What follows belongs to an exercise in optimizing a design on an open flow for small area, a short achievable clock period and few clock cycles per item; a production flow would make more cautious choices.
In this exercise RTL edits were held to simulation tests only and were not proved equivalent to the original.
Power and IR drop assume default switching activity.

==> design/flow/design.v <==
`timescale 1ns / 1ps
package scs_pkg;
   localparam int NUM_CLUSTERS_DEF = 10;
   localparam int MAX_CHANNELS_DEF = 15;
   localparam int REQ_DATA_W = 40;
   localparam int RSP_DATA_W = 40;
   localparam int CSR_DATA_W = 24;
   localparam int CSR_IDX_W  = 3;
   localparam logic [CSR_IDX_W-1:0] REG_OPEN_SCALE = 3'd0;
   localparam logic [CSR_IDX_W-1:0] REG_REFR_PROB  = 3'd1;
   localparam logic [CSR_IDX_W-1:0] REG_CLOSE_PROB = 3'd2;
   localparam logic [CSR_IDX_W-1:0] REG_REFR_NUM   = 3'd3;
   localparam logic [CSR_IDX_W-1:0] REG_CA_REST    = 3'd4;
   localparam logic [CSR_IDX_W-1:0] REG_CA_THRESH  = 3'd5;
   localparam logic [CSR_IDX_W-1:0] REG_LEAK       = 3'd6;
   localparam logic [CSR_IDX_W-1:0] REG_PUFF       = 3'd7;
   localparam logic [23:0] OPEN_SCALE_RST = 24'd16777;
   localparam logic [23:0] REFR_PROB_RST  = 24'd335544;
   localparam logic [23:0] CLOSE_PROB_RST = 24'd838861;
   localparam logic [3:0]  REFR_NUM_RST   = 4'd3;
   localparam logic [23:0] CA_REST_RST    = 24'd13107;
   localparam logic [23:0] CA_THRESH_RST  = 24'd32768;
   localparam logic [23:0] LEAK_RST       = 24'd16777;
   localparam logic [23:0] PUFF_RST       = 24'd655;
   localparam logic [5:0] DIV_STEPS = 6'd42;
   typedef enum logic [3:0] {
      ST_IDLE, ST_UPDATE, ST_LEAK, ST_SUM, ST_SQUARE, ST_CUBE,
      ST_DIV_LOAD, ST_DIV, ST_SCALE, ST_EMIT
   } state_type;
   typedef struct packed {
      logic capture;
      logic update;
      logic leak;
      logic sum;
      logic square;
      logic cube;
      logic div_load;
      logic div_step;
      logic scale;
      logic emit;
   } cmd_type;
   typedef struct packed {
      logic last_item;
      logic div_last;
      logic rsp_full;
   } sts_type;
endpackage
`timescale 1ns / 1ps
module scs_bk_add #(
   parameter int W = 8
) (
   input  logic [W-1:0] a,
   input  logic [W-1:0] b,
   input  logic         ci,
   output logic [W-1:0] s,
   output logic         co
);
   logic [W-1:0] g, p, gg, pp;
   always_comb begin
      g     = a & b;
      p     = a ^ b;
      gg    = g;
      pp    = p;
      gg[0] = g[0] | (p[0] & ci);
      for (int d = 1; d < W; d = d * 2) begin
         for (int i = 2 * d - 1; i < W; i = i + 2 * d) begin
            gg[i] = gg[i] | (pp[i] & gg[i - d]);
            pp[i] = pp[i] & pp[i - d];
         end
      end
      for (int d = 32; d >= 1; d = d / 2) begin
         for (int i = 3 * d - 1; i < W; i = i + 2 * d) begin
            gg[i] = gg[i] | (pp[i] & gg[i - d]);
            pp[i] = pp[i] & pp[i - d];
         end
      end
      s[0] = p[0] ^ ci;
      for (int i = 1; i < W; i++) s[i] = p[i] ^ gg[i - 1];
      co = gg[W - 1];
   end
endmodule
`timescale 1ns / 1ps
module stochastic_calcium_cluster_step #(
   parameter int NUM_CLUSTERS = scs_pkg::NUM_CLUSTERS_DEF,
   parameter int MAX_CHANNELS = scs_pkg::MAX_CHANNELS_DEF
) (
   input  logic                            clock,
   input  logic                            reset,
   input  logic                            req_tvalid,
   output logic                            req_tready,
   input  logic [scs_pkg::REQ_DATA_W-1:0]  req_tdata,
   input  logic                            req_tlast,
   output logic                            rsp_tvalid,
   input  logic                            rsp_tready,
   output logic [scs_pkg::RSP_DATA_W-1:0]  rsp_tdata,
   output logic                            rsp_tuser,
   input  logic                            csr_we,
   input  logic [scs_pkg::CSR_IDX_W-1:0]   csr_index,
   input  logic [scs_pkg::CSR_DATA_W-1:0]  csr_wdata
);
   localparam int NC = 10;    
   localparam int NP = 3;     
   localparam logic [23:0] P_RST = 24'd133;    
   localparam logic [25:0] BASE_RST = 26'(scs_pkg::CA_REST_RST) + (26'd1 << 25);
   logic [23:0] os_q, refr_q, close_q, rest_q, thr_q, lk_q, puff_q;
   logic [3:0]  rnum_q;
   always_ff @(posedge clock) begin
      if (reset) begin
         os_q    <= scs_pkg::OPEN_SCALE_RST;
         refr_q  <= scs_pkg::REFR_PROB_RST;
         close_q <= scs_pkg::CLOSE_PROB_RST;
         rnum_q  <= scs_pkg::REFR_NUM_RST;
         rest_q  <= scs_pkg::CA_REST_RST;
         thr_q   <= scs_pkg::CA_THRESH_RST;
         lk_q    <= scs_pkg::LEAK_RST;
         puff_q  <= scs_pkg::PUFF_RST;
      end else if (csr_we) begin
         case (csr_index)
            3'd0: os_q    <= csr_wdata;
            3'd1: refr_q  <= csr_wdata;
            3'd2: close_q <= csr_wdata;
            3'd3: rnum_q  <= csr_wdata[3:0];
            3'd4: rest_q  <= csr_wdata;
            3'd5: thr_q   <= csr_wdata;
            3'd6: lk_q    <= csr_wdata;
            default: puff_q <= csr_wdata;
         endcase
      end
   end
   logic [4:0]    cs [NC];
   logic [NC-1:0] pendc;              
   logic [NP-1:0] pv;                 
   logic [3:0]    pidx [NP];
   logic [23:0]   pr [NP];
   logic [3:0]    pdv [NP];           
   logic [NP-1:0] ppred;              
   logic [NP-1:0] plag2;              
   logic [7:0]    tot_q;
   logic [23:0]   p_q;
   logic [1:0]    nl_q;               
   logic          vfy_q;              
   localparam int M_WAIT = 0, M_LK0 = 1, M_LK = 2, M_LKB = 3, M_CA = 4, M_SQ = 5,
                  M_CB = 6, M_LEAK = 7, M_BASE = 8;
   logic [8:0]  ms;
   logic        mc_q;
   logic [23:0] cn_q, mca_q;
   logic        mspk_q, neg_q, base_ok, m_den, m_conf;
   logic        eager_q, base_wr;    
   logic [25:0] base_q, base_nx;    
   logic [40:0] x_q;
   logic [44:0] acc_q;
   logic [7:0]  tsn_q;
   logic [2:0]  skip_q;
   logic        d_div, d_fin;
   logic [23:0] os_d;                 
   logic [40:0] d_q, r_q;
   logic [3:0]  cnt_q;
   logic [2:0]  g_q;
   logic [47:0] h_q;
   logic        rsp_v;
   logic [NC-1:0] in_oh, req_oh;
   logic [4:0]    s_old, s_new;
   logic          s_zero, s_neg, req_ok, guess, src_last, hit_pend;
   logic          lt_refr, lt_close, lt_p;
   logic          blk, take, upd, launch, launch_ok;
   logic [23:0]   req_r;
   logic [3:0]    src_d, src_i, draw_v, nref;
   assign launch_ok = ms[M_WAIT] & ~m_den & (nl_q != 2'd2) & ~rsp_v;
   always_comb begin
      for (int i = 0; i < NC; i++) in_oh[i] = req_tdata[33:28] == 6'(i);
      req_oh   = in_oh;
      req_r    = req_tdata[23:0];
      src_d    = req_tdata[27:24];
      src_i    = req_tdata[31:28];
      src_last = req_tlast;
      s_old    = 5'd0;
      for (int i = 0; i < NC; i++) s_old = s_old | (req_oh[i] ? cs[i] : 5'd0);
      req_ok   = |req_oh;
      s_zero   = s_old == 5'd0;
      s_neg    = s_old[4];
      lt_refr  = req_r < refr_q;
      lt_close = req_r < close_q;
      lt_p     = req_r < p_q;
      hit_pend = |(req_oh & pendc);
      guess    = req_ok & s_zero & (nl_q != 2'd0);
      blk      = hit_pend | (guess & (&pv)) | (src_last & ~launch_ok);
      take     = req_tvalid & ~blk;
      upd      = take & req_ok;
      launch   = take & src_last;
      draw_v   = (src_d == 4'd0) ? 4'd1 : src_d;
      nref     = (rnum_q == 4'd0) ? 4'd1 : rnum_q;
      s_new    = s_old;
      if (s_neg) begin
         if (lt_refr) s_new = s_old + 5'd1;
      end else if (s_zero) begin
         if (lt_p) s_new = {1'b0, draw_v};
      end else if (lt_close) begin
         s_new = (s_old == 5'd1) ? (5'd1 - {1'b0, nref}) : (s_old - 5'd1);
      end
   end
   assign req_tready = ~blk;
   logic [24:0] act_d [NP];
   for (genvar j = 0; j < NP; j++) begin : g_act
      logic co;
      scs_bk_add #(.W(25)) u_cmp (
         .a({1'b0, pr[j]}), .b(~{1'b0, p_q}), .ci(1'b1), .s(act_d[j]), .co(co));
   end
   logic [NP-1:0] act, mis;
   logic [7:0]    fix1, fix2;         
   logic          mispredict;
   always_comb begin
      fix1 = 8'd0;
      fix2 = 8'd0;
      for (int j = 0; j < NP; j++) begin
         act[j] = act_d[j][24];
         mis[j] = vfy_q & pv[j] & (act[j] != ppred[j]);
         if (mis[j]) begin
            if (plag2[j]) fix2 = act[j] ? fix2 + 8'(pdv[j]) : fix2 - 8'(pdv[j]);
            else          fix1 = act[j] ? fix1 + 8'(pdv[j]) : fix1 - 8'(pdv[j]);
         end
      end
      mispredict = |(mis & ~plag2) & (nl_q != 2'd0);
   end
   logic [NP-1:0] slot;
   always_comb begin
      slot = '0;
      for (int j = NP - 1; j >= 0; j--) begin
         if (!pv[j]) begin
            slot    = '0;
            slot[j] = 1'b1;
         end
      end
   end
   logic [7:0] tot_n;
   always_comb begin
      tot_n = tot_q + fix1 + fix2;
      if (upd && s_zero && lt_p)            tot_n = tot_n + 8'(draw_v);
      if (upd && !s_zero && !s_neg && lt_close) tot_n = tot_n - 8'd1;
   end
   always_ff @(posedge clock) begin
      if (reset) begin
         for (int i = 0; i < NC; i++) cs[i] <= 5'd0;
         pendc <= '0;
         pv    <= '0;
         tot_q <= 8'd0;
      end else begin
         tot_q <= tot_n;
         for (int i = 0; i < NC; i++) begin
            if (upd && req_oh[i]) cs[i] <= s_new;
            for (int j = 0; j < NP; j++)
               if (mis[j] && pidx[j] == 4'(i)) cs[i] <= act[j] ? {1'b0, pdv[j]} : 5'd0;
         end
         for (int j = 0; j < NP; j++) begin
            if (vfy_q && pv[j]) begin
               if (!plag2[j]) begin
                  pv[j] <= 1'b0;
                  for (int i = 0; i < NC; i++) if (pidx[j] == 4'(i)) pendc[i] <= 1'b0;
               end
            end
            if (upd && guess && slot[j]) pv[j] <= 1'b1;
         end
         for (int i = 0; i < NC; i++) if (upd && guess && req_oh[i]) pendc[i] <= 1'b1;
      end
   end
   always_ff @(posedge clock) begin
      for (int j = 0; j < NP; j++) begin
         if (vfy_q && pv[j] && plag2[j]) begin
            ppred[j] <= act[j];
            plag2[j] <= 1'b0;
         end
         if (upd && guess && slot[j]) begin
            pidx[j]  <= src_i;
            pr[j]    <= req_r;
            pdv[j]   <= draw_v;
            ppred[j] <= lt_p;
            plag2[j] <= nl_q[1];
         end
      end
   end
   logic [31:0] ma;
   logic [23:0] mb;
   logic [11:0] mdig;
   logic [44:0] madd, msum;
   logic        leak_mul;
   always_comb begin
      leak_mul = ms[M_LK] | ms[M_LEAK];
      ma = ({32{ms[M_CA]}} & {8'd0, puff_q})
         | ({32{ms[M_SQ]}} & {8'd0, cn_q})
         | ({32{ms[M_CB]}} & x_q[31:0])
         | ({32{leak_mul}} & {8'd0, lk_q});
      mb = ({24{ms[M_CA]}} & {16'd0, tsn_q})
         | ({24{ms[M_SQ] | ms[M_CB] | leak_mul}} & cn_q);
      madd = ({45{ms[M_CA]}} & 45'(base_q))
           | ({45{ms[M_CB]}} & (45'd1 << 32))
           | ({45{leak_mul}} & (45'd1 << 23));
      mdig = mc_q ? mb[23:12] : mb[11:0];
      msum = (mc_q ? acc_q : madd) + ma * mdig;
   end
   always_ff @(posedge clock) begin
      acc_q <= msum >> 12;    
   end
   logic [4:0] msb_a, msb_b;
   logic [5:0] ab;
   logic [2:0] skip;
   always_comb begin
      msb_a = 5'd0;
      for (int i = 0; i < 24; i++) if (cn_q[i]) msb_a = 5'(i);
      msb_b = 5'd0;
      for (int i = 0; i < 32; i++) if (x_q[i]) msb_b = 5'(i);
      ab   = 6'(msb_a) + 6'(msb_b);
      skip = 3'd0;
      for (int t = 1; t <= 7; t++) if (ab >= 6'(32 + 3 * t)) skip = 3'(t);
   end
   logic [24:0] dca;
   logic [23:0] mag;
   logic        cl_neg, cl_over;
   logic [23:0] cl_v;
   logic [25:0] base_n;
   logic [23:0] dca_neg;
   logic        dca_co, neg_co, base_co;
   scs_bk_add #(.W(25)) u_dca (
      .a({1'b0, mca_q}), .b(~{1'b0, rest_q}), .ci(1'b1), .s(dca), .co(dca_co));
   scs_bk_add #(.W(24)) u_neg (
      .a(~dca[23:0]), .b(24'd0), .ci(1'b1), .s(dca_neg), .co(neg_co));
   assign mag     = dca[24] ? dca_neg : dca[23:0];
   assign cl_neg  = ~|msum[32:25];
   assign cl_over = (|msum[32:26]) | (msum[25] & msum[24]);
   assign cl_v    = cl_neg ? 24'd0 : (cl_over ? 24'hFF_FFFF : msum[23:0]);
   scs_bk_add #(.W(26)) u_base (
      .a({2'b10, mca_q}), .b(neg_q ? {2'b0, acc_q[23:0]} : ~{2'b0, acc_q[23:0]}),
      .ci(~neg_q), .s(base_n), .co(base_co));
   logic [24:0] thr_d;
   logic        thr_co;
   scs_bk_add #(.W(25)) u_thr (
      .a({1'b0, cn_q}), .b(~{1'b0, thr_q}), .ci(1'b1), .s(thr_d), .co(thr_co));
   logic csr_hit;
   assign csr_hit = csr_we && (csr_index == 3'd4 || csr_index == 3'd6);
   logic handoff, rsp_free, pdone;
   assign rsp_free = ~rsp_v | rsp_tready;
   assign handoff  = m_den & (m_conf | (vfy_q & ~mispredict)) & ~d_div & ~d_fin & rsp_free;
   always_ff @(posedge clock) begin
      if (reset) begin
         ms      <= 9'd1 << M_WAIT;
         mc_q    <= 1'b0;
         mca_q   <= scs_pkg::CA_REST_RST;
         mspk_q  <= 1'b0;
         base_q  <= BASE_RST;
         base_nx <= BASE_RST;
         base_ok <= 1'b1;
         m_den   <= 1'b0;
         m_conf  <= 1'b1;
         eager_q <= 1'b0;
         base_wr <= 1'b0;
      end else begin
         if (handoff) m_den <= 1'b0;
         if (vfy_q && nl_q != 2'd0) begin
            m_conf <= 1'b1;
            tsn_q  <= tsn_q + fix1;
         end
         if (ms[M_WAIT] && launch) begin
            tsn_q  <= tot_n;
            base_q <= base_nx;
            m_conf <= nl_q == 2'd0;
            mc_q   <= 1'b0;
            eager_q <= 1'b0;
            ms      <= base_ok ? (9'd1 << M_CA) : (9'd1 << M_LK0);
         end else if (ms[M_WAIT] && !base_ok && !csr_hit) begin
            eager_q <= 1'b1;
            ms      <= 9'd1 << M_LK0;
         end
         if (ms[M_LK0]) begin
            base_wr <= 1'b0;
            cn_q  <= mag;
            neg_q <= dca[24];
            ms    <= 9'd1 << M_LK;
         end
         if (ms[M_LK]) begin
            mc_q <= ~mc_q;
            if (mc_q) ms <= 9'd1 << M_LKB;
         end
         if (ms[M_LKB]) begin
            base_q  <= base_n;
            base_nx <= base_n;
            base_ok <= ~base_wr;
            ms      <= eager_q ? (9'd1 << M_WAIT) : (9'd1 << M_CA);
         end
         if (ms[M_CA]) begin
            cn_q <= cl_v;
            ms   <= 9'd1 << M_SQ;
         end
         if (ms[M_SQ]) begin
            mc_q <= ~mc_q;
            if (!mc_q) begin
               mspk_q <= ~thr_d[24];
               mca_q  <= thr_d[24] ? cn_q : rest_q;
            end else begin
               x_q <= 41'(msum[35:4]);
               ms  <= 9'd1 << M_CB;
            end
         end
         if (ms[M_CB]) begin
            mc_q <= ~mc_q;
            if (mc_q) begin
               x_q    <= msum[44:4];
               skip_q <= skip;
               cn_q   <= mag;
               neg_q  <= dca[24];
               m_den  <= 1'b1;
               base_wr <= 1'b0;
               ms     <= 9'd1 << M_LEAK;
            end
         end
         if (ms[M_LEAK]) begin
            mc_q <= ~mc_q;
            if (mc_q) ms <= 9'd1 << M_BASE;
         end
         if (ms[M_BASE]) begin
            base_nx <= base_n;
            base_ok <= ~base_wr;
            ms      <= 9'd1 << M_WAIT;
         end
         if (csr_hit) begin
            base_ok <= 1'b0;
            base_wr <= 1'b1;
         end
         if (mispredict) begin
            mc_q  <= 1'b0;
            m_den <= 1'b0;
            ms    <= 9'd1 << M_CA;
         end
      end
   end
   logic [42:0] t1;
   logic [43:0] e1, e2, e3;
   logic [43:0] e1_s, e2_s, e3_s, x3, y3, z3, s3, c3;
   logic        e1_co, e2_co, e3_co;
   assign x3 = {1'b0, r_q, 2'b11};
   assign y3 = ~{3'b0, d_q};
   assign z3 = ~{2'b0, d_q, 1'b0};
   assign s3 = x3 ^ y3 ^ z3;
   assign c3 = {((x3[42:0] & y3[42:0]) | (x3[42:0] & z3[42:0]) | (y3[42:0] & z3[42:0])), 1'b1};
   scs_bk_add #(.W(44)) u_e1 (.a(x3), .b(y3), .ci(1'b1), .s(e1_s), .co(e1_co));
   scs_bk_add #(.W(44)) u_e2 (.a(x3), .b(z3), .ci(1'b1), .s(e2_s), .co(e2_co));
   scs_bk_add #(.W(44)) u_e3 (.a(s3), .b(c3), .ci(1'b1), .s(e3_s), .co(e3_co));
   logic [1:0]  g1;
   logic [40:0] r1;
   logic [41:0] t2;
   logic [42:0] e4;
   logic        g2;
   logic [40:0] r2;
   always_comb begin
      t1 = {r_q, 2'b11};
      e1 = e1_s;
      e2 = e2_s;
      e3 = e3_s;
      if (!e3[43]) begin
         g1 = 2'd3;
         r1 = e3[40:0];
      end else if (!e2[43]) begin
         g1 = 2'd2;
         r1 = e2[40:0];
      end else if (!e1[43]) begin
         g1 = 2'd1;
         r1 = e1[40:0];
      end else begin
         g1 = 2'd0;
         r1 = t1[40:0];
      end
      t2 = {r1, 1'b1};
      e4 = {1'b0, t2} - {2'b0, d_q};
      g2 = ~e4[42];
      r2 = e4[42] ? t2[40:0] : e4[40:0];
   end
   logic [47:0] h_n, h_init;
   logic [2:0]  hu;
   logic [47:0] ha, hb0, hb1, hb2, hs1, hc1, hs2, hc2, hsh;
   logic        hn_co, hi_co;
   assign hu  = 3'd7 - g_q;
   assign ha  = {h_q[44:0], 3'b000};
   assign hb0 = hu[0] ? 48'(os_d) : 48'd0;
   assign hb1 = hu[1] ? (48'(os_d) << 1) : 48'd0;
   assign hb2 = hu[2] ? (48'(os_d) << 2) : 48'd0;
   assign hs1 = ha ^ hb0 ^ hb1;
   assign hc1 = {((ha[46:0] & hb0[46:0]) | (ha[46:0] & hb1[46:0]) | (hb0[46:0] & hb1[46:0])), 1'b0};
   assign hs2 = hs1 ^ hc1 ^ hb2;
   assign hc2 = {((hs1[46:0] & hc1[46:0]) | (hs1[46:0] & hb2[46:0]) | (hc1[46:0] & hb2[46:0])), 1'b0};
   scs_bk_add #(.W(48)) u_h (.a(hs2), .b(hc2), .ci(1'b0), .s(h_n), .co(hn_co));
   assign hsh = 48'(os_q) << (3 * (skip_q - 3'd1));
   logic [47:0] h_sub;
   scs_bk_add #(.W(48)) u_hi (.a(hsh), .b(~{24'd0, os_q}), .ci(1'b1), .s(h_sub), .co(hi_co));
   assign h_init = (skip_q == 3'd0) ? 48'd0 : h_sub;
   assign pdone  = d_fin;
   always_ff @(posedge clock) begin
      if (reset) begin
         d_div  <= 1'b0;
         d_fin  <= 1'b0;
         rsp_v  <= 1'b0;
         p_q    <= P_RST;
         nl_q   <= 2'd0;
         vfy_q  <= 1'b0;
      end else begin
         vfy_q <= pdone;
         nl_q  <= nl_q + {1'b0, launch} - {1'b0, pdone};
         if (handoff) begin
            d_q    <= x_q;
            cnt_q  <= 4'd8 - 4'(skip_q);
            os_d   <= os_q;
            d_div  <= 1'b1;
         end
         if (d_div) begin
            cnt_q <= cnt_q - 4'd1;
            if (cnt_q == 4'd1) begin
               d_div <= 1'b0;
               d_fin <= 1'b1;
            end
         end
         if (d_fin) begin
            p_q   <= h_n[47:24];
            d_fin <= 1'b0;
         end
         if (handoff)         rsp_v <= 1'b1;
         else if (rsp_tready) rsp_v <= 1'b0;
      end
   end
   always_ff @(posedge clock) begin
      if (handoff) begin
         r_q <= 41'((41'd1 << (16 + 3 * skip_q)) - 41'd1);
         g_q <= (skip_q == 3'd0) ? 3'd7 : 3'd0;
         h_q <= h_init;
      end else begin
         r_q <= r2;
         g_q <= {g1, g2};
         h_q <= h_n;
      end
   end
   assign rsp_tvalid = rsp_v;
   assign rsp_tdata  = {6'd0, mca_q, 2'd0, tsn_q};
   assign rsp_tuser  = mspk_q;
endmodule
==> design/flow/run.sh <==
#!/bin/bash
# synth_recipe.tcl (not shown) runs the flow's synth.tcl, then flattens the netlist and writes it again
# the make line also repeats each setting of config.mk as NAME=value (left out here)
make -C /OpenROAD-flow-scripts/flow DESIGN_CONFIG=/design/flow/config.mk WORK_HOME=/design/flow/orfs CLKGATE_MAP_FILE= SYNTH_SCRIPT=/design/flow/synth_recipe.tcl finish
==> design/flow/config.mk <==
export PLATFORM = sky130hd
export DESIGN_NAME = stochastic_calcium_cluster_step
export DESIGN_NICKNAME = stochastic_calcium_cluster_step
export VERILOG_FILES = /design/flow/design.v
export SDC_FILE = /design/flow/constraint.sdc
export NUM_CORES = 4
export LEC_CHECK = 0
export CAP_MARGIN = 20
export CORE_MARGIN = 2
export CORE_UTILIZATION = 40
export PLACE_DENSITY = 0.6
export SETUP_SLACK_MARGIN = 3
export SLEW_MARGIN = 20
==> design/flow/constraint.sdc <==
create_clock -name core_clock -period 11.0 [get_ports {clock}]
set_input_delay 2.2000 -clock core_clock [delete_from_list [all_inputs] [get_ports {clock}]]
set_output_delay 2.2000 -clock core_clock [all_outputs]
set_load 0.01 [all_outputs]
==> results of run 1 <==
## worst reg2reg max path, cell delays in order, from the launching register on
cell      delay [ns]
dfxtp_4         0.34
or2_4           0.27
or3_4           0.47
a221oi_4        0.34
nor2_4          0.15
nand2_2         0.11
fa_1            0.44
inv_1           0.09
fa_1            0.43
fa_1            0.49
fa_1            0.57
fa_1            0.43
ha_2            0.20
or3_4           0.41
o311a_4         0.35
nor4_4          0.31
o21ai_4         0.13
a311oi_4        0.43
o21ai_4         0.12
xor2_2          0.16
or4_4           0.62
buf_6           0.19
a211o_4         0.41
nor2_1          0.16
o221ai_2        0.12
## layout make-up
cell class | instances | area [sq um]
Inverter | 732 | 2790
Clock inverter | 34 | 445
Multi-Input combinational cell | 6067 | 48600
Antenna cell | 2 | 5.00
Clock buffer | 127 | 2510
Tap cell | 2218 | 2780
Fill cell | 16100 | 91900
Sequential cell | 735 | 17200
Timing Repair Buffer | 350 | 3210
## timing repair
item,in CTS,in global routing
resized for setup,191,182
setup endpoints to repair,107,81
setup buffers,85,48
cloned,7,3
pin swaps,62,72
## where the power goes
part	internal [uW]	switching (uW)	total (uW)
Combinational	4390	5900	10300
Sequential	3160	378	3540
Clock	1780	1300	3080
Total	9330	7570	16900
## per-layer routing
| layer | wire, um | track usage, % | share of wire (%) |
|---|---|---|---|
| met1 | 97900 | 34.7 | 41 |
| met2 | 109000 | 43.5 | 46 |
| met3 | 17500 | 4.37 | 7.3 |
| met4 | 14100 | 13.7 | 5.9 |
| met5 | 0 | 0 | 0 |
## path summary, 6_finish.rpt
kind	from	to	slack, ns
worst max-delay path	ms[2]	cn_q[17]	3.02
worst min-delay path	puff_q[23]	puff_q[23]	0.46
worst max register to register	ms[2]	cn_q[17]	3.02
worst min register to register	puff_q[23]	puff_q[23]	0.46
## cell families after synthesis
| group | synth area share (%) |
|---|---|
| adders and majority gates | 27.2 |
| DFF | 25.2 |
| and+or+nand+nor | 17.4 |
| muxes | 2.88 |
| other | 0.00549 |
| AOI/OAI and AO/OA | 17.3 |
| xor gates and xnor gates | 3.94 |
| buffers and inverters | 6.13 |
## layout by cell type (no fill, tap or decap), types with 25 or more instances in the layout
cell                n
a211oi_1          103
a21o_1            179
a21oi_1           537
a222oi_1           30
a22oi_1            31
a31oi_1            63
a32oi_1            29
and2_1             56
and3_1             66
buf_4             210
clkbuf_1           25
clkbuf_16          91
clkdlybuf4s50_1    94
dfxtp_1           481
edfxtp_1          248
fa_1              524
ha_1              606
inv_1             705
mux2_2             56
mux2i_1           104
nand2_1          1142
nand2b_1           70
nand3_1           155
nand4_1            44
nor2_1            510
nor2b_1           129
nor3_1            153
nor4_1             38
o211ai_1           93
o21a_1             54
o21ai_0           268
o21bai_1           40
o31ai_1            50
or2_2              36
or3_1              35
xnor2_1           192
xor2_1            103
## per-stage QoR
stage	utilization (%)	worst slack, ns
after floorplan	-	3.07
after global placement	42.3	1.45
after detailed placement	42.3	1.38
after CTS	45.0	3.00
after global routing	45.7	2.88
final	45.8	3.02
## sequential cells by signal, indices dropped and copies added (netlist names), 26 cells and up
name     cells
pr          72
cs          50
r_q         41
base_q      26
h_q         45
d_q         41
acc_q       33
base_nx     26
x_q         41
==> results.tsv, run 1 <==
metric	value	unit
fraction of layout cells with a size suffix above 1	9.96	%
H-Tree Depth	3	
Syn-to-layout area delta	13.4	%
worst path bufs/invs	2	
fmax	125	MHz
Iter 0 DRT Violations	5535	
Crit Path Class	reg2reg	
outcome	timing/DRC/antenna clean	
Critical-path top delay cell	or4_4	
synth top area cells	fa_1, dfxtp_1, ha_1, edfxtp_1, nand2_1	
Placed Instances	9958	
grt ovf	0	
initial core utilization	40.3	%
IO Pins	116	
CP Max Fanout	7	
cts hold-fix bufs	0	
Final Max Slew Viols	0	
clock transition at the registers of the reported paths	0.06	ns
Tmin final	7.98	ns
Total GRT Usage	26.9	%
arrival time at the worst endpoint	8.43	ns
clock tree root buffer cell	clkbuf_16	
DR WL/cell	23.2	um
Die H	417	um
Worst-Skew Late Latency	0.72	ns
clk buf depth	3	
leading area contributor after synthesis	fa_1	
Detailed Place HPWL	179	mm
delay-heaviest family, CP	adder cells	
Syn Area/Cell	8.67	sq um
Worst Reg-to-Reg Cells	24	
GP Congestion	0.955	
YS warnings	15	
CP Launch Type	flop	
worst relative slew slack	15.9	%
cts bufs inserted	87	
Non-Filler Cell Area, Final	77500	sq um
largest net degree at the start of global routing	103	
die footprint	174000	sq um
Synth top area share	15.7	%
DP Area	71700	sq um
vias in the first global route	59000	
Max VDD drop	0.223	mV
Post-DRT Antenna Nets	0	
power after layout	16900	uW
#FFs+latches synth	735	
Post-synth EDFFs	248	
CP peak stage delay	0.62	ns
CTS tree	done	
total of max-cap violations	0	
area of the mapped netlist	68300	sq um
initial antenna violation count	7	
most frequent CP cell	fa_1	
Synth Instances	7881	
power per cell area	218	nW/um^2
Post-Layout Cell Count	10300	
ys async rst share	0	%
post-DR vias/cell	5.85	
DRC	0	
clk sink count	735	
Final Hold Viols	0	
Pleak	0.0318	uW
CP Cell Sequence	or2_4 > or3_4 > a221oi_4 > nor2_4 > nand2_2 > fa_1 > inv_1 > fa_1 > fa_1 > fa_1 > fa_1 > ha_2 > or3_4 > o311a_4 > nor4_4 > o21ai_4 > a311oi_4 > o21ai_4 > xor2_2 > or4_4 > buf_6 > a211o_4 > nor2_1 > o221ai_2	
Die X	417	um
hold depth	2	
first-pass GRT wire length	362	mm
Min Hold Slack	0.456	ns
synth cell count leaders	nand2_1, inv_1, ha_1	
Netlist cell types	109	
Finish-stage setup viols	0	
unrepaired setup endpoints after global routing	true	
nets	9212	
Tcrit/Tclk final	72.5	%
final wirelength	239	mm
FP Rows	151	
HP Class	reg2reg	
I/O Buffers	101	
Setup crit end kind	flop	
routed via count	60000	
Setup TNS	0	ns
stages on the worst setup path	24	
core area	169000	sq um
Seq/Total Area, Yosys	25.2	%
most frequent cell after synthesis	nand2_1	
data required time of the worst path	11.45	ns
Detailed Routing Iterations Pass 1	8	
Main synth FF type	dfxtp_1	
clk_skew	0.0513	ns
measured slew at the worst slew-check pin	1.26	ns
Testbench counts, summed over its fixed seeds: cycles 3,874, steps 320.
==> run 2: changes to the inputs <==
--- a/design/flow/design.v
+++ b/design/flow/design.v
@@ -206,19 +206,17 @@
          .a({1'b0, pr[j]}), .b(~{1'b0, p_q}), .ci(1'b1), .s(act_d[j]), .co(co));
    end
    logic [NP-1:0] act, mis;
-   logic [7:0]    fix1, fix2;         
+   logic [7:0]    fixd [NP];          
+   logic [7:0]    fix1;               
    logic          mispredict;
    always_comb begin
-      fix1 = 8'd0;
-      fix2 = 8'd0;
       for (int j = 0; j < NP; j++) begin
-         act[j] = act_d[j][24];
-         mis[j] = vfy_q & pv[j] & (act[j] != ppred[j]);
-         if (mis[j]) begin
-            if (plag2[j]) fix2 = act[j] ? fix2 + 8'(pdv[j]) : fix2 - 8'(pdv[j]);
-            else          fix1 = act[j] ? fix1 + 8'(pdv[j]) : fix1 - 8'(pdv[j]);
-         end
+         act[j]  = act_d[j][24];
+         mis[j]  = vfy_q & pv[j] & (act[j] != ppred[j]);
+         fixd[j] = !mis[j] ? 8'd0 : (act[j] ? 8'(pdv[j]) : 8'd0 - 8'(pdv[j]));
       end
+      fix1 = 8'd0;
+      for (int j = 0; j < NP; j++) fix1 = fix1 + (plag2[j] ? 8'd0 : fixd[j]);
       mispredict = |(mis & ~plag2) & (nl_q != 2'd0);
    end
    logic [NP-1:0] slot;
@@ -233,9 +231,9 @@
    end
    logic [7:0] tot_n;
    always_comb begin
-      tot_n = tot_q + fix1 + fix2;
-      if (upd && s_zero && lt_p)            tot_n = tot_n + 8'(draw_v);
-      if (upd && !s_zero && !s_neg && lt_close) tot_n = tot_n - 8'd1;
+      tot_n = tot_q + fixd[0] + fixd[1] + fixd[2]
+              + ((upd && s_zero && lt_p) ? 8'(draw_v) : 8'd0)
+              + ((upd && !s_zero && !s_neg && lt_close) ? 8'hFF : 8'd0);
    end
    always_ff @(posedge clock) begin
       if (reset) begin
@@ -285,11 +283,13 @@
    always_comb begin
       leak_mul = ms[M_LK] | ms[M_LEAK];
       ma = ({32{ms[M_CA]}} & {8'd0, puff_q})
-         | ({32{ms[M_SQ]}} & {8'd0, cn_q})
+         | ({32{ms[M_SQ] & ~mc_q}} & {8'd0, clv})
+         | ({32{ms[M_SQ] & mc_q}} & {8'd0, cn_q})
          | ({32{ms[M_CB]}} & x_q[31:0])
          | ({32{leak_mul}} & {8'd0, lk_q});
       mb = ({24{ms[M_CA]}} & {16'd0, tsn_q})
-         | ({24{ms[M_SQ] | ms[M_CB] | leak_mul}} & cn_q);
+         | ({24{ms[M_SQ] & ~mc_q}} & clv)
+         | ({24{(ms[M_SQ] & mc_q) | ms[M_CB] | leak_mul}} & cn_q);
       madd = ({45{ms[M_CA]}} & 45'(base_q))
            | ({45{ms[M_CB]}} & (45'd1 << 32))
            | ({45{leak_mul}} & (45'd1 << 23));
@@ -313,8 +313,8 @@
    end
    logic [24:0] dca;
    logic [23:0] mag;
-   logic        cl_neg, cl_over;
-   logic [23:0] cl_v;
+   logic        cl_neg, cl_over, cneg_q, cover_q;
+   logic [23:0] clv;
    logic [25:0] base_n;
    logic [23:0] dca_neg;
    logic        dca_co, neg_co, base_co;
@@ -325,7 +325,7 @@
    assign mag     = dca[24] ? dca_neg : dca[23:0];
    assign cl_neg  = ~|msum[32:25];
    assign cl_over = (|msum[32:26]) | (msum[25] & msum[24]);
-   assign cl_v    = cl_neg ? 24'd0 : (cl_over ? 24'hFF_FFFF : msum[23:0]);
+   assign clv     = {24{cover_q}} | ({24{~cneg_q}} & x_q[23:0]);
    scs_bk_add #(.W(26)) u_base (
       .a({2'b10, mca_q}), .b(neg_q ? {2'b0, acc_q[23:0]} : ~{2'b0, acc_q[23:0]}),
       .ci(~neg_q), .s(base_n), .co(base_co));
@@ -385,17 +385,20 @@
             ms      <= eager_q ? (9'd1 << M_WAIT) : (9'd1 << M_CA);
          end
          if (ms[M_CA]) begin
-            cn_q <= cl_v;
-            ms   <= 9'd1 << M_SQ;
+            x_q     <= msum[40:0];
+            cneg_q  <= cl_neg;
+            cover_q <= cl_over;
+            ms      <= 9'd1 << M_SQ;
          end
          if (ms[M_SQ]) begin
             mc_q <= ~mc_q;
             if (!mc_q) begin
+               cn_q <= clv;
+            end else begin
                mspk_q <= ~thr_d[24];
                mca_q  <= thr_d[24] ? cn_q : rest_q;
-            end else begin
-               x_q <= 41'(msum[35:4]);
-               ms  <= 9'd1 << M_CB;
+               x_q    <= 41'(msum[35:4]);
+               ms     <= 9'd1 << M_CB;
             end
          end
          if (ms[M_CB]) begin
==> run 2 against run 1 <==
  * Global-route usage is 0.90 points lower
  * Setup slack improved by 0.15 ns
  * Hold slack lost 0.0018 ns
  * Clock power fell by 4%
  * Count of clock-buffer cells in the layout down 9
  * Critical path depth up 3
==> results.tsv, run 2 <==
metric	value	unit
Tcrit/Tclk final	71.2	%
Finish-stage setup viols	0	
Hold Crit Start	close_q[17]	
Layout fillers	16700	
leading area contributor after synthesis	fa_1	
Detailed Place HPWL	173	mm
Detailed Routing Iterations Pass 1	6	
Setup TNS	0	ns
Syn-to-layout area delta	10.6	%
#FFs+latches synth	737	
Netlist cell types	111	
CP Launch Type	flop	
synth top area cells	fa_1, dfxtp_1, edfxtp_1, ha_1, nand2_1	
grt ovf	0	
Final Max Slew Viols	0	
measured slew at the worst slew-check pin	1.16	ns
fmax	128	MHz
nets	9058	
hold depth	2	
setup slack, reg-to-reg	3.17	ns
Reg-to-Reg Start	ms[7]	
CP Max Fanout	12	
CTS tree	done	
data required time of the worst path	11.42	ns
Setup crit end kind	flop	
Crit Path Class	reg2reg	
Synth top area share	16.3	%
Worst-Skew Late Latency	0.72	ns
routed via count	59500	
Tmin final	7.83	ns
cts hold-fix bufs	0	
clk buf depth	3	
final wirelength	233	mm
Pleak	0.0309	uW
Max VDD drop	0.309	mV
worst relative slew slack	20.5	%
initial core utilization	40.2	%
Largest regs	pr x72, cs x50, h_q x45	
commonest cells after routing, fill and taps aside	nand2_1, inv_1, ha_1, fa_1, a21oi_1	
Main synth FF type	dfxtp_1	
die footprint	175000	sq um
outcome	timing/DRC/antenna clean	
Worst Reg-to-Reg Cells	27	
initial antenna violation count	10	
cts bufs inserted	88	
ys async rst share	0	%
HP Class	reg2reg	
most common cell after layout, fill and taps aside	nand2_1	
most frequent CP cell	fa_1	
Largest Register	pr	
YS warnings	17	
IO Pins	116	
fraction of layout cells with a size suffix above 1	6.48	%
unrepaired setup endpoints after global routing	true	
post-DR vias/cell	5.82	
most frequent cell after synthesis	nand2_1	
clock tree root buffer cell	clkbuf_16	
Critical-path top delay cell	or4b_1	
first-pass GRT wire length	353	mm
Die X	419	um
H-Tree Depth	3	
GP Congestion	0.962	
worst path bufs/invs	6	
Worst R2R End	cover_q	
max reg flops	72	
power per cell area	220	nW/um^2
clk_skew	0.0446	ns
Total GRT Usage	26.0	%
arrival time at the worst endpoint	8.25	ns
Synth Instances	7875	
Die H	419	um
Post-synth EDFFs	250	
Post-DRT Antenna Nets	0	
clk sink count	737	
Seq/Total Area, Yosys	25.1	%
hold worst-path end	close_q[17]	
DR WL/cell	22.8	um
synth cell count leaders	nand2_1, inv_1, ha_1	
power after layout	16800	uW
total of max-cap violations	0	
I/O Buffers	101	
Syn Area/Cell	8.74	sq um
vias in the first global route	58500	
core area	171000	sq um
Final Hold Viols	0	
delay-heaviest family, CP	adder cells	
CP peak stage delay	0.59	ns
Iter 0 DRT Violations	5728	
clock transition at the registers of the reported paths	0.06	ns
DRC	0	
largest net degree at the start of global routing	103	
FP Rows	152	
area of the mapped netlist	68800	sq um
==> run 2: changes by cell type after synthesis, sizes merged, moves of 35 or more <==
cell,delta
nor2b,+113
nor2,-118
a21oi,-54
o211ai,+35
ha,-35
o21ai,+46
nand2,-50
==> run 2: cell families after synthesis <==
family | synth area share [%]
and+or+nand+nor | 17.4
AOI/OAI and AO/OA | 17.7
adders and majority gates | 27.1
buffers and inverters | 6.49
DFF | 25.1
xor gates and xnor gates | 3.50
muxes | 2.76
other | 0.00545
==> run 2: worst max-delay path by stage <==
| stage | endpoint | slack [ns] | cells after the start | start |
|---|---|---|---|---|
| CTS | cover_q | 2.99 | 27 | ms[2] |
| floorplan | tsn_q[7] | 3.34 | 26 | req_tdata[31] |
| global route | r_q[39] | 2.94 | 29 | d_q[2] |
| detailed placement | tsn_q[7] | 1.38 | 28 | req_tdata[31] |
| finish | cover_q | 3.17 | 27 | ms[7] |
| global placement | tsn_q[7] | 1.32 | 28 | req_tdata[31] |
==> run 2: power by group <==
group	internal (uW)	switching, uW
logic	4260	5860
clock network	1690	1280
registers	3210	465
total	9160	7600
==> run 2: area by class of cell <==
cell class | instances | area (sq um) | share of cell area (%)
multi-input combinational | 6000 | 47800 | 62.8
sequential | 737 | 17300 | 22.7
tap | 2310 | 2890 | 3.80
inverter | 742 | 2830 | 3.71
timing repair buffer | 261 | 2430 | 3.19
clock buffer | 118 | 2390 | 3.13
clock inverter | 41 | 460 | 0.605
antenna | 6 | 15.0 | 0.0197
==> run 2: worst reg2reg max path: cells and delay by family (launching register included) <==
kind                     cells  cell delay (ns)
adder cells (fa/ha/maj)      6             2.73
AND/OR/NAND/NOR              6             1.85
AO/OA/AOI/OAI                8             1.59
buffers and inverters        6             0.88
flip-flops                   1             0.39
XOR/XNOR                     1             0.13
==> run 2: metrics by stage <==
stage / setup WS (ns) / util (%) / instances / hold slack [ns] / instance area (sq um)
floorplan: 3.34 / - / 7882 / 0.424 / 68800
global placement: 1.32 / 42.0 / 9982 / 0.442 / 71900
detailed placement: 1.38 / 42.0 / 9982 / 0.446 / 71900
CTS: 2.99 / 43.9 / 10200 / 0.454 / 75200
global route: 2.94 / 44.4 / 10200 / 0.476 / 76100
finish: 3.17 / 44.4 / 10200 / 0.455 / 76100
==> run 2: per-layer routing <==
| layer | routed length (um) | share of wire, % | track usage (%) |
|---|---|---|---|
| met1 | 101000 | 43 | 35.7 |
| met2 | 104000 | 44 | 40.9 |
| met3 | 18600 | 8.0 | 4.05 |
| met4 | 10200 | 4.4 | 10.5 |
| met5 | 28 | 0.012 | 0.0834 |
==> run 2: timing repair <==
item / 4_1_cts / 5_1_grt
endpoints found under the setup margin: 111 / 85
gates cloned: 1 / 6
pin swaps: 9 / 21
setup buffers: 14 / 46
resized for setup: 74 / 100
Testbench counts of run 2, summed over its fixed seeds: cycles 3,874, steps 320.
==> run 3: changes to the inputs <==
--- a/design/flow/design.v
+++ b/design/flow/design.v
@@ -433,13 +433,16 @@
          end
       end
    end
+   logic [40:0] dvs, rin;
+   assign dvs = d_div ? d_q : x_q;
+   assign rin = d_div ? r_q : 41'((41'd1 << (16 + 3 * skip_q)) - 41'd1);
    logic [42:0] t1;
    logic [43:0] e1, e2, e3;
    logic [43:0] e1_s, e2_s, e3_s, x3, y3, z3, s3, c3;
    logic        e1_co, e2_co, e3_co;
-   assign x3 = {1'b0, r_q, 2'b11};
-   assign y3 = ~{3'b0, d_q};
-   assign z3 = ~{2'b0, d_q, 1'b0};
+   assign x3 = {1'b0, rin, 2'b11};
+   assign y3 = ~{3'b0, dvs};
+   assign z3 = ~{2'b0, dvs, 1'b0};
    assign s3 = x3 ^ y3 ^ z3;
    assign c3 = {((x3[42:0] & y3[42:0]) | (x3[42:0] & z3[42:0]) | (y3[42:0] & z3[42:0])), 1'b1};
    scs_bk_add #(.W(44)) u_e1 (.a(x3), .b(y3), .ci(1'b1), .s(e1_s), .co(e1_co));
@@ -452,7 +455,7 @@
    logic        g2;
    logic [40:0] r2;
    always_comb begin
-      t1 = {r_q, 2'b11};
+      t1 = {rin, 2'b11};
       e1 = e1_s;
       e2 = e2_s;
       e3 = e3_s;
@@ -470,7 +473,7 @@
          r1 = t1[40:0];
       end
       t2 = {r1, 1'b1};
-      e4 = {1'b0, t2} - {2'b0, d_q};
+      e4 = {1'b0, t2} - {2'b0, dvs};
       g2 = ~e4[42];
       r2 = e4[42] ? t2[40:0] : e4[40:0];
    end
@@ -488,7 +491,7 @@
    assign hs2 = hs1 ^ hc1 ^ hb2;
    assign hc2 = {((hs1[46:0] & hc1[46:0]) | (hs1[46:0] & hb2[46:0]) | (hc1[46:0] & hb2[46:0])), 1'b0};
    scs_bk_add #(.W(48)) u_h (.a(hs2), .b(hc2), .ci(1'b0), .s(h_n), .co(hn_co));
-   assign hsh = 48'(os_q) << (3 * (skip_q - 3'd1));
+   assign hsh = 48'(os_q) << (3 * skip_q);
    logic [47:0] h_sub;
    scs_bk_add #(.W(48)) u_hi (.a(hsh), .b(~{24'd0, os_q}), .ci(1'b1), .s(h_sub), .co(hi_co));
    assign h_init = (skip_q == 3'd0) ? 48'd0 : h_sub;
@@ -506,9 +509,10 @@
          nl_q  <= nl_q + {1'b0, launch} - {1'b0, pdone};
          if (handoff) begin
             d_q    <= x_q;
-            cnt_q  <= 4'd8 - 4'(skip_q);
+            cnt_q  <= 4'd7 - 4'(skip_q);
             os_d   <= os_q;
-            d_div  <= 1'b1;
+            if (skip_q == 3'd7) d_fin <= 1'b1;
+            else                d_div <= 1'b1;
          end
          if (d_div) begin
             cnt_q <= cnt_q - 4'd1;
@@ -526,15 +530,9 @@
       end
    end
    always_ff @(posedge clock) begin
-      if (handoff) begin
-         r_q <= 41'((41'd1 << (16 + 3 * skip_q)) - 41'd1);
-         g_q <= (skip_q == 3'd0) ? 3'd7 : 3'd0;
-         h_q <= h_init;
-      end else begin
-         r_q <= r2;
-         g_q <= {g1, g2};
-         h_q <= h_n;
-      end
+      r_q <= r2;
+      g_q <= {g1, g2};
+      h_q <= handoff ? h_init : h_n;
    end
    assign rsp_tvalid = rsp_v;
    assign rsp_tdata  = {6'd0, mca_q, 2'd0, tsn_q};
==> run 3 against run 2 <==
  * Still clean
  * Non-clock buffer count rose by 178
  * Critical path depth is 12 higher
  * Combinational power down 56%
  * Highest routed layer is now met4
==> results.tsv, run 3 <==
metric	value	unit
core area	169000	sq um
clk sink count	737	
I/O Buffers	101	
synth top area cells	fa_1, dfxtp_1, edfxtp_1, ha_1, nand2_1	
#FFs+latches synth	737	
cts bufs inserted	86	
Tmin final	8.31	ns
worst relative slew slack	20.5	%
area of the mapped netlist	68200	sq um
Final Max Slew Viols	0	
Final Hold Viols	0	
Setup crit end kind	flop	
leading area contributor after synthesis	fa_1	
ys async rst share	0	%
final wirelength	237	mm
arrival time at the worst endpoint	8.91	ns
HP Class	reg2reg	
sequential power share	30.9	%
Worst-Skew Late Latency	0.72	ns
YS warnings	17	
Finish-stage setup viols	0	
initial antenna violation count	4	
DRC	0	
Comb pwr share	41.1	%
clk buf depth	3	
post-DR vias/cell	5.75	
Detailed Place HPWL	175	mm
Die X	417	um
max reg flops	72	
initial core utilization	40.3	%
Synth top area share	16.3	%
Layout fillers	16300	
outcome	timing/DRC/antenna clean	
die footprint	174000	sq um
synth cell count leaders	nand2_1, inv_1, ha_1	
Synth Instances	7878	
DR WL/cell	23.0	um
fmax	120	MHz
Largest regs	pr x72, cs x50, h_q x45	
vias in the first global route	59200	
most frequent cell after synthesis	nand2_1	
Crit Path Class	reg2reg	
multi-input combinational cell area	48000	sq um
clk_skew	0.0319	ns
register area	17300	sq um
Int Pwr	6820	uW
largest net degree at the start of global routing	110	
Netlist cell types	96	
H-Tree Depth	3	
CP Max Fanout	7	
routed via count	59300	
power per cell area	138	nW/um^2
GP Congestion	1.02	
Largest Register	pr	
Sw Share	37.0	%
Clk pwr share	28.0	%
Syn Area/Cell	8.66	sq um
cts hold-fix bufs	0	
Max VDD drop	0.118	mV
Tcrit/Tclk final	75.5	%
Detailed Routing Iterations Pass 1	8	
clock tree root buffer cell	clkbuf_16	
Post-DRT Antenna Nets	0	
power after layout	10800	uW
FP Rows	151	
CP Launch Type	flop	
unrepaired setup endpoints after global routing	true	
grt ovf	0	
nets	9232	
Psw	4010	uW
most common cell after layout, fill and taps aside	nand2_1	
CTS tree	done	
Pleak	0.0324	uW
Die H	417	um
data required time of the worst path	11.60	ns
measured slew at the worst slew-check pin	1.19	ns
Iter 0 DRT Violations	5216	
CP peak stage delay	0.62	ns
total of max-cap violations	0	
Seq/Total Area, Yosys	25.3	%
Post-synth EDFFs	250	
Critical-path top delay cell	fa_2	
setup slack, reg-to-reg	2.69	ns
commonest cells after routing, fill and taps aside	nand2_1, inv_1, ha_1, fa_1, a21oi_1	
most frequent CP cell	o21ai_2	
IO Pins	116	
clock transition at the registers of the reported paths	0.07	ns
Syn-to-layout area delta	14.9	%
fraction of layout cells with a size suffix above 1	10.4	%
first-pass GRT wire length	360	mm
Main synth FF type	dfxtp_1	
Setup TNS	0	ns
Total GRT Usage	26.8	%
## run 3: cell count changes after synthesis, moves of 25 or more
| cell | before | now |
|---|---|---|
| a21o_1 | 151 | 176 |
| inv_1 | 739 | 783 |
| mux2_2 | 15 | 50 |
| mux2i_1 | 132 | 165 |
| nand2_1 | 1111 | 1148 |
| nor2_1 | 422 | 466 |
| nor2b_1 | 246 | 215 |
| o211ai_1 | 128 | 92 |
## run 3: final cells by class
class                           instances  share of cell area, %
Inverter                              789                   3.79
Sequential cell                       737                   22.0
Clock inverter                         53                  0.712
Antenna cell                            2                0.00639
Tap cell                             2218                   3.54
Clock buffer                          109                   3.04
Multi-Input combinational cell       5962                   61.3
Timing Repair Buffer                  439                   5.54
## run 3: path summary, 6_finish.rpt
kind / depth (start not counted) / startpoint / end
worst min register to register: 2 / refr_q[20] / refr_q[20]
worst min-delay path: 2 / refr_q[20] / refr_q[20]
worst max-delay path: 39 / skip_q[0] / r_q[24]
worst max register to register: 39 / skip_q[0] / r_q[24]
## run 3: repair_timing
item                       CTS  global route
pin swaps                   75            54
buffers inserted           137            49
setup endpoints to repair  102            56
resized for setup          293            88
cloned                      14             3
## run 3: per-stage QoR
stage / util [%] / cell area (sq um) / setup WS [ns] / hold slack [ns] / cells
after detailed placement: 42.4 / 71900 / 1.06 / 0.446 / 9941
after CTS: 45.8 / 77500 / 2.83 / 0.456 / 10300
after floorplan: - / 68600 / 3.01 / 0.424 / 7885
final: 46.3 / 78400 / 2.69 / 0.455 / 10300
after global placement: 42.4 / 71900 / 1.13 / 0.441 / 9941
after global routing: 46.3 / 78400 / 2.43 / 0.472 / 10300
## run 3: power by group through the flow
stage	clock network (uW)	registers, uW	logic [uW]
after global placement	0	3400	3710
final	3040	3350	4440
after CTS	3070	3340	4280
after global routing	3180	3370	4880
after floorplan	0	3270	2820
after detailed placement	0	3400	3790
## run 3: cell families (layout without fill, tap and decap cells)
family / after synthesis / in the layout / synth area share [%]
xor gates and xnor gates: 286 / 286 / 3.68
muxes: 231 / 231 / 3.73
other: 1 / 10 / 0.00550
DFF: 737 / 737 / 25.3
AOI/OAI and AO/OA: 1732 / 1732 / 16.2
adders and majority gates: 1145 / 1145 / 27.1
and+or+nand+nor: 2558 / 2560 / 17.3
buffers and inverters: 1188 / 1390 / 6.68
## run 3: worst max-delay path, delay by kind of cell (launching register included)
family                   cells  cell delay [ns]
buffers and inverters        8             0.97
AND/OR/NAND/NOR              7             1.35
flip-flops                   1             0.48
AO/OA/AOI/OAI               18             3.26
adder cells (fa/ha/maj)      5             1.78
multiplexers                 1             0.31
## run 3: layer usage
metal	global-route usage, %	part of all wire, %
met3	3.54	6.5
met1	34.2	41
met2	44.2	46
met4	14.3	6.2
met5	0	0
Testbench counts of run 3, summed over its fixed seeds: cycles 3,751, steps 320.
==> run 4: changes to the inputs <==
--- a/design/flow/config.mk
+++ b/design/flow/config.mk
@@ -7,7 +7,7 @@
 export LEC_CHECK = 0
 export CAP_MARGIN = 20
 export CORE_MARGIN = 2
-export CORE_UTILIZATION = 40
-export PLACE_DENSITY = 0.6
+export CORE_UTILIZATION = 55
+export PLACE_DENSITY = 0.7
 export SETUP_SLACK_MARGIN = 3
 export SLEW_MARGIN = 20
==> run 4 against run 3 <==
  * Non-clock buffer count increased by 2
  * Largest power group unchanged
  * Via count grew 2.3%
  * Routed wire length shrank 3.4%
  * Still clean on timing, DRC and antenna
  * Largest cell class unchanged
  * Total power increased by 2.2%
  * Maximum frequency decreased by 1.1%
  * Highest routed layer is now met5
  * Register-to-register slack got worse by 0.09 ns
  * Hold slack worse by 0.0017 ns
==> results.tsv, run 4 <==
metric	value	unit
Setup crit end kind	flop	
Worst-Skew Late Latency	0.69	ns
Setup TNS	0	ns
Max VDD drop	0.150	mV
initial antenna violation count	6	
Final Max Slew Viols	0	
Final Hold Viols	0	
delay-heaviest family, CP	buffers and inverters	
clk sink count	737	
initial core utilization	55.3	%
#FFs+latches synth	737	
Int Pwr	7020	uW
clock transition at the registers of the reported paths	0.06	ns
GP Congestion	1.03	
Seq/Total Area, Yosys	25.3	%
core area	123000	sq um
worst relative slew slack	22.6	%
most frequent cell after synthesis	nand2_1	
data required time of the worst path	11.57	ns
HP Class	reg2reg	
commonest cells after routing, fill and taps aside	nand2_1, inv_1, ha_1, fa_1, a21oi_1	
Clk pwr share	28.3	%
Synth top area share	16.3	%
most common cell after layout, fill and taps aside	nand2_1	
Layout fillers	10200	
Largest Register	pr	
fmax	119	MHz
clk_skew	0.0255	ns
outcome	timing/DRC/antenna clean	
power per cell area	142	nW/um^2
power after layout	11100	uW
Psw	4040	uW
nets	9234	
CTS tree	done	
Critical-path top delay cell	fa_2	
I/O Buffers	101	
Min Hold Slack	0.454	ns
FP Rows	129	
Tmin final	8.40	ns
Sw Share	36.6	%
multi-input combinational cell area	48200	sq um
Die H	356	um
Crit Path Class	reg2reg	
most frequent CP cell	buf_4	
DP Area	71000	sq um
unrepaired setup endpoints after global routing	true	
Detailed Place HPWL	164	mm
synth top area cells	fa_1, dfxtp_1, edfxtp_1, ha_1, nand2_1	
Syn Area/Cell	8.66	sq um
Largest regs	pr x72, cs x50, h_q x45	
Non-Filler Cell Area, Final	78000	sq um
measured slew at the worst slew-check pin	1.16	ns
ys async rst share	0	%
grt ovf	0	
Die X	356	um
CP peak stage delay	0.69	ns
IO Pins	116	
arrival time at the worst endpoint	8.97	ns
total of max-cap violations	0	
CP Launch Type	flop	
DR WL/cell	23.5	um
Netlist cell types	96	
YS warnings	17	
fraction of layout cells with a size suffix above 1	10.7	%
synth cell count leaders	nand2_1, inv_1, ha_1	
final wirelength	229	mm
Post-synth EDFFs	250	
area of the mapped netlist	68200	sq um
Finish-stage setup viols	0	
Post-Route Utilization	63.2	%
Post-DRT Antenna Nets	0	
Tcrit/Tclk final	76.3	%
post-DR vias/cell	6.23	
DRC	0	
Pleak	0.0327	uW
register area	17300	sq um
vias in the first global route	58500	
max reg flops	72	
sequential power share	30.2	%
Iter 0 DRT Violations	6941	
Total GRT Usage	34.9	%
CP Max Fanout	6	
clk buf depth	3	
H-Tree Depth	3	
die footprint	127000	sq um
largest net degree at the start of global routing	177	
clock tree root buffer cell	clkbuf_16	
routed via count	60600	
Synth Instances	7878	
Comb pwr share	41.5	%
Syn-to-layout area delta	14.3	%
cts bufs inserted	87	
Detailed Routing Iterations Pass 1	6	
worst path bufs/invs	21	
leading area contributor after synthesis	fa_1	
Main synth FF type	dfxtp_1	
first-pass GRT wire length	343	mm
==> run 4: cell counts after synthesis <==
Identical to the previous run, type by type.
==> run 4: layout make-up <==
class,instances,share of cell area [%]
multi-input combinational,5961,61.9
clock inverter,44,0.674
tap,1637,2.63
antenna,4,0.0128
timing repair buffer,441,5.59
clock buffer,117,3.26
inverter,789,3.82
sequential,737,22.2
==> run 4: power by group through the flow <==
stage          Clock (uW)  Sequential (uW)  Combinational, uW
2_1_floorplan           0             3270               2820
3_3_place_gp            0             3390               3650
3_5_place_dp            0             3390               3750
4_1_cts              3140             3330               4220
5_1_grt              3250             3360               4980
6_report             3130             3340               4590
==> run 4: through the flow <==
step	cells	worst slack [ns]
floorplan	7885	3.01
global placement	9341	0.807
detailed placement	9344	0.666
CTS	9634	2.84
global route	9726	2.37
finish	9730	2.60
==> run 4: repair_timing <==
item,CTS,global route
cloned,13,8
gates resized for setup,269,145
endpoints found under the setup margin,96,69
buffers inserted,116,83
endpoints found under the hold margin,0,0
pin swaps,79,115
hold buffers,0,0
==> run 4: final timing paths <==
check                            startpoint     endpoint  slack, ns  cells past startpoint
worst min-delay path            close_q[12]  close_q[12]       0.45                      2
worst max register to register    skip_q[1]      r_q[19]       2.60                     43
worst max-delay path              skip_q[1]      r_q[19]       2.60                     43
worst min register to register  close_q[12]  close_q[12]       0.45                      2
==> run 4: worst min-delay path, stage by stage, from the launching register on <==
cell     delay (ns)
dfxtp_1        0.31
nand2_1        0.05
a21oi_1        0.05
==> run 4: logic make-up after synthesis <==
| group | after synthesis | synth area share, % |
|---|---|---|
| flip-flops | 737 | 25.3 |
| buffers and inverters | 1188 | 6.68 |
| other | 1 | 0.00550 |
| XOR/XNOR | 286 | 3.68 |
| AND/OR/NAND/NOR | 2558 | 17.3 |
| adder cells (fa/ha/maj) | 1145 | 27.1 |
| AO/OA/AOI/OAI | 1732 | 16.2 |
| multiplexers | 231 | 3.73 |
==> run 4: routing by layer <==
layer,vias to the layer above,GRT usage [%],share of wire (%)
li1,27300,-,-
met5,-,0,0.012
met1,29500,47.2,40
met3,646,6.64,9.9
met2,3129,55.2,45
met4,4,14.1,4.9
==> run 5: changes to the inputs <==
--- a/design/flow/design.v
+++ b/design/flow/design.v
@@ -145,6 +145,8 @@
    logic        mc_q;
    logic [23:0] cn_q, mca_q;
    logic        mspk_q, neg_q, base_ok, m_den, m_conf;
+   logic        den_rdy_q;         
+   logic        cb_end;
    logic        eager_q, base_wr;    
    logic [25:0] base_q, base_nx;    
    logic [40:0] x_q;
@@ -337,7 +339,8 @@
    assign csr_hit = csr_we && (csr_index == 3'd4 || csr_index == 3'd6);
    logic handoff, rsp_free, pdone;
    assign rsp_free = ~rsp_v | rsp_tready;
-   assign handoff  = m_den & (m_conf | (vfy_q & ~mispredict)) & ~d_div & ~d_fin & rsp_free;
+   assign cb_end   = ms[M_CB] & mc_q;
+   assign handoff  = m_den & den_rdy_q & (m_conf | (vfy_q & ~mispredict)) & ~d_div & ~d_fin & rsp_free;
    always_ff @(posedge clock) begin
       if (reset) begin
          ms      <= 9'd1 << M_WAIT;
@@ -434,8 +437,8 @@
       end
    end
    logic [40:0] dvs, rin;
-   assign dvs = d_div ? d_q : x_q;
-   assign rin = d_div ? r_q : 41'((41'd1 << (16 + 3 * skip_q)) - 41'd1);
+   assign dvs = d_q;
+   assign rin = r_q;
    logic [42:0] t1;
    logic [43:0] e1, e2, e3;
    logic [43:0] e1_s, e2_s, e3_s, x3, y3, z3, s3, c3;
@@ -500,6 +503,7 @@
       if (reset) begin
          d_div  <= 1'b0;
          d_fin  <= 1'b0;
+         den_rdy_q <= 1'b0;
          rsp_v  <= 1'b0;
          p_q    <= P_RST;
          nl_q   <= 2'd0;
@@ -507,8 +511,9 @@
       end else begin
          vfy_q <= pdone;
          nl_q  <= nl_q + {1'b0, launch} - {1'b0, pdone};
+         den_rdy_q <= ~d_div & (cb_end | (m_den & ~handoff & ~mispredict));
+         if (!d_div) d_q <= cb_end ? msum[44:4] : x_q;
          if (handoff) begin
-            d_q    <= x_q;
             cnt_q  <= 4'd7 - 4'(skip_q);
             os_d   <= os_q;
             if (skip_q == 3'd7) d_fin <= 1'b1;
@@ -530,7 +535,8 @@
       end
    end
    always_ff @(posedge clock) begin
-      r_q <= r2;
+      r_q <= (d_div | handoff) ? r2
+             : 41'((41'd1 << (16 + 3 * (cb_end ? skip : skip_q))) - 41'd1);
       g_q <= {g1, g2};
       h_q <= handoff ? h_init : h_n;
    end
--- a/design/flow/config.mk
+++ b/design/flow/config.mk
@@ -7,7 +7,7 @@
 export LEC_CHECK = 0
 export CAP_MARGIN = 20
 export CORE_MARGIN = 2
-export CORE_UTILIZATION = 55
-export PLACE_DENSITY = 0.7
+export CORE_UTILIZATION = 40
+export PLACE_DENSITY = 0.6
 export SETUP_SLACK_MARGIN = 3
 export SLEW_MARGIN = 20
==> run 5 against run 4 <==
  * Total power down 14%
  * Largest cell class unchanged
  * Utilization shrank 18 points
  * Area after synthesis down 1.1%
  * Clock skew is 0.075 ns higher
  * Via count down 4.6%
  * Global-route usage shrank 9.4 points
  * The layout now fails its checks (max-capacitance violations, max-slew violations)
  * Design area down 4.0%
==> results.tsv, run 5 <==
metric	value	unit
Synth Instances	7767	
worst relative slew slack	-8.13	%
Setup crit end kind	primary output	
pre-CTS setup slack	1.41	ns
Total GRT Usage	25.6	%
DR WL/cell	22.5	um
routed via count	57900	
Max VDD drop	0.120	mV
fmax	129	MHz
register area	17300	sq um
Tmin final	7.78	ns
clk_skew	0.100	ns
synth top area cells	fa_1, dfxtp_1, edfxtp_1, ha_1, nand2_1	
grt ovf	0	
power per cell area	127	nW/um^2
most frequent cell after synthesis	nand2_1	
Worst Reg-to-Reg Cells	26	
CP Launch Type	primary input	
Int Pwr	6050	uW
Main synth FF type	dfxtp_1	
core area	167000	sq um
Layout fillers	16200	
sequential power share	34.3	%
post-DR vias/cell	5.77	
Crit Path Class	in2out	
ys async rst share	0	%
Final Max Slew Viols	9	
cts bufs inserted	88	
leading area contributor after synthesis	fa_1	
Finish-stage setup viols	0	
Iter 0 DRT Violations	5326	
vias in the first global route	56900	
Setup TNS	0	ns
synth cell count leaders	nand2_1, inv_1, ha_1	
Largest regs	pr x72, cs x50, h_q x45	
DRC	0	
Seq/Total Area, Yosys	25.6	%
H-Tree Depth	3	
CP endpoint	req_tready	
first-pass GRT wire length	344	mm
layout check faults	max-capacitance violations, max-slew violations	
I/O Buffers	101	
CP Max Fanout	7	
Post-Route Utilization	44.7	%
data required time of the worst path	8.80	ns
Tcrit/Tclk final	70.7	%
HP Class	reg2reg	
Synth top area share	16.6	%
FP Rows	150	
arrival time at the worst endpoint	5.58	ns
Post-synth EDFFs	250	
Clk pwr share	32.1	%
die footprint	172000	sq um
Final WS setup	3.22	ns
unrepaired setup endpoints after global routing	true	
Worst-Skew Late Latency	0.74	ns
Comb pwr share	33.5	%
Pleak	0.0307	uW
outcome	complete, but fails checks	
multi-input combinational cell area	46700	sq um
Netlist cell types	91	
Final Hold Viols	0	
clock tree root buffer cell	clkbuf_16	
clock transition at the registers of the reported paths	0.06	ns
Non-Filler Cell Area, Final	74800	sq um
Post-DRT Antenna Nets	0	
measured slew at the worst slew-check pin	1.61	ns
final wirelength	225	mm
Worst R2R End	cover_q	
nets	8959	
GP Congestion	0.943	
max reg flops	72	
most common cell after layout, fill and taps aside	nand2_1	
Die H	415	um
clk buf depth	3	
IO Pins	116	
CTS tree	done	
Worst Setup SP	req_tdata[30]	
setup slack, reg-to-reg	3.24	ns
Detailed Place HPWL	172	mm
total of max-cap violations	1	
Die X	415	um
Syn Area/Cell	8.68	sq um
clk sink count	738	
Sw Share	36.2	%
Reg-to-Reg Start	mc_q	
#FFs+latches synth	738	
Placed Instances	9801	
DP Area	70800	sq um
Psw	3430	uW
area of the mapped netlist	67400	sq um
Largest Register	pr	
initial core utilization	40.3	%
initial antenna violation count	13	
Detailed Routing Iterations Pass 1	12	
commonest cells after routing, fill and taps aside	nand2_1, inv_1, ha_1, fa_1, a21oi_1	
YS warnings	17	
Post-Layout Cell Count	10000	
Syn-to-layout area delta	11.0	%
fraction of layout cells with a size suffix above 1	6.26	%
largest net degree at the start of global routing	85	
## run 5: per-layer routing
metal / up-vias / part of all wire (%) / global-route usage [%]
li1: 26700 / - / -
met1: 28400 / 43 / 34.8
met2: 2243 / 45 / 40.4
met3: 466 / 7.5 / 3.74
met4: 8 / 4.6 / 10.9
met5: - / 0.020 / 0
## run 5: repair_timing
| action | 4_1_cts | 5_1_grt |
|---|---|---|
| setup buffers | 20 | 23 |
| setup endpoints to repair | 132 | 99 |
| resized for setup | 76 | 73 |
| pin swaps | 12 | 17 |
| hold buffers | 0 | 0 |
| cloned | 2 | 5 |
## run 5: logic make-up after synthesis
kind of cell | share of synthesized area (%)
flip-flops | 25.6
multiplexers | 2.96
buffers and inverters | 6.21
other | 0.00556
XOR/XNOR | 3.49
AND/OR/NAND/NOR | 17.5
AO/OA/AOI/OAI | 16.7
adder cells (fa/ha/maj) | 27.5
## run 5: how the worst min path moves through the flow
stage	start	to	slack [ns]	depth (start not counted)
after floorplan	lk_q[17]	lk_q[17]	0.44	2
final	thr_q[13]	thr_q[13]	0.45	2
after global placement	thr_q[11]	thr_q[11]	0.44	2
after detailed placement	lk_q[5]	lk_q[5]	0.45	2
after global routing	thr_q[13]	thr_q[13]	0.47	2
after CTS	lk_q[5]	lk_q[5]	0.46	2
## run 5: layout make-up
type	instances	share of cell area [%]
flip-flops and latches	738	23.1
repair buffers	255	3.18
clock buffers	121	3.34
inverters	721	3.63
well taps	2204	3.69
diodes	3	0.0100
clock inverters	45	0.689
multi-input cells	5935	62.4
## run 5: per-stage QoR
step           total power, uW  hold WS (ns)
6_report                  9470         0.454
5_1_grt                   9990         0.471
4_1_cts                   9440         0.455
3_5_place_dp              6350         0.447
3_3_place_gp              6280         0.441
2_1_floorplan             5420         0.436
## run 5: critical path, cell delays in order
cell and delay [ns]:
clkdlybuf4s15_2 0.28, nor4b_2 0.21, buf_4 0.17, and2_0 0.16
buf_4 0.17, a222oi_1 0.43, and4b_2 0.37, ha_1 0.20
nand4_1 0.20, buf_4 0.25, nor4_4 0.25, nor2b_1 0.16
clkdlybuf4s50_1 0.51
## run 5: power groups by stage
stage               Clock, uW  Combinational, uW  Sequential [uW]
floorplan                   0               2240             3180
global placement            0               2970             3310
detailed placement          0               3040             3310
CTS                      3090               3100             3250
global route             3200               3530             3260
finish                   3040               3180             3250
Testbench counts of run 5, summed over its fixed seeds: cycles 3,751, steps 320.

## separate check: timing with driven ports
The flow's constraints put no driver on any port. The routed layouts listed below were extracted and timed again, unchanged, in two steps.
Step 1, drivers: a clkbuf_16 drives clock and a buf_2 each remaining input, both assumed.
Step 2 moves the port delays by t, midway between the first and last clock arrival at a register: inputs arrive t later, outputs are due t later. That takes back most of the time a late clock gives input paths.
a / b / c = no drivers / after step 1 / after step 2; a / b = the first two.
run	shift t [ns]	setup WS [ns]	hold slack, ns
run 1	0.782	3.024 / 2.904 / 2.904	0.456 / 0.456 / 0.456
run 2	0.779	3.172 / 3.172 / 2.553	0.455 / 0.455 / 0.455
run 3	0.772	2.692 / 2.692 / 2.470	0.455 / 0.455 / 0.455
run 4	0.742	2.602 / 2.602 / 2.477	0.454 / 0.454 / 0.454
run 5	0.775	3.221 / 3.199 / 2.573	0.454 / 0.454 / 0.454
For run 5, which loses most, drivers alone change the setup slack by -0.022 ns; drivers and shift together by -0.648 ns.
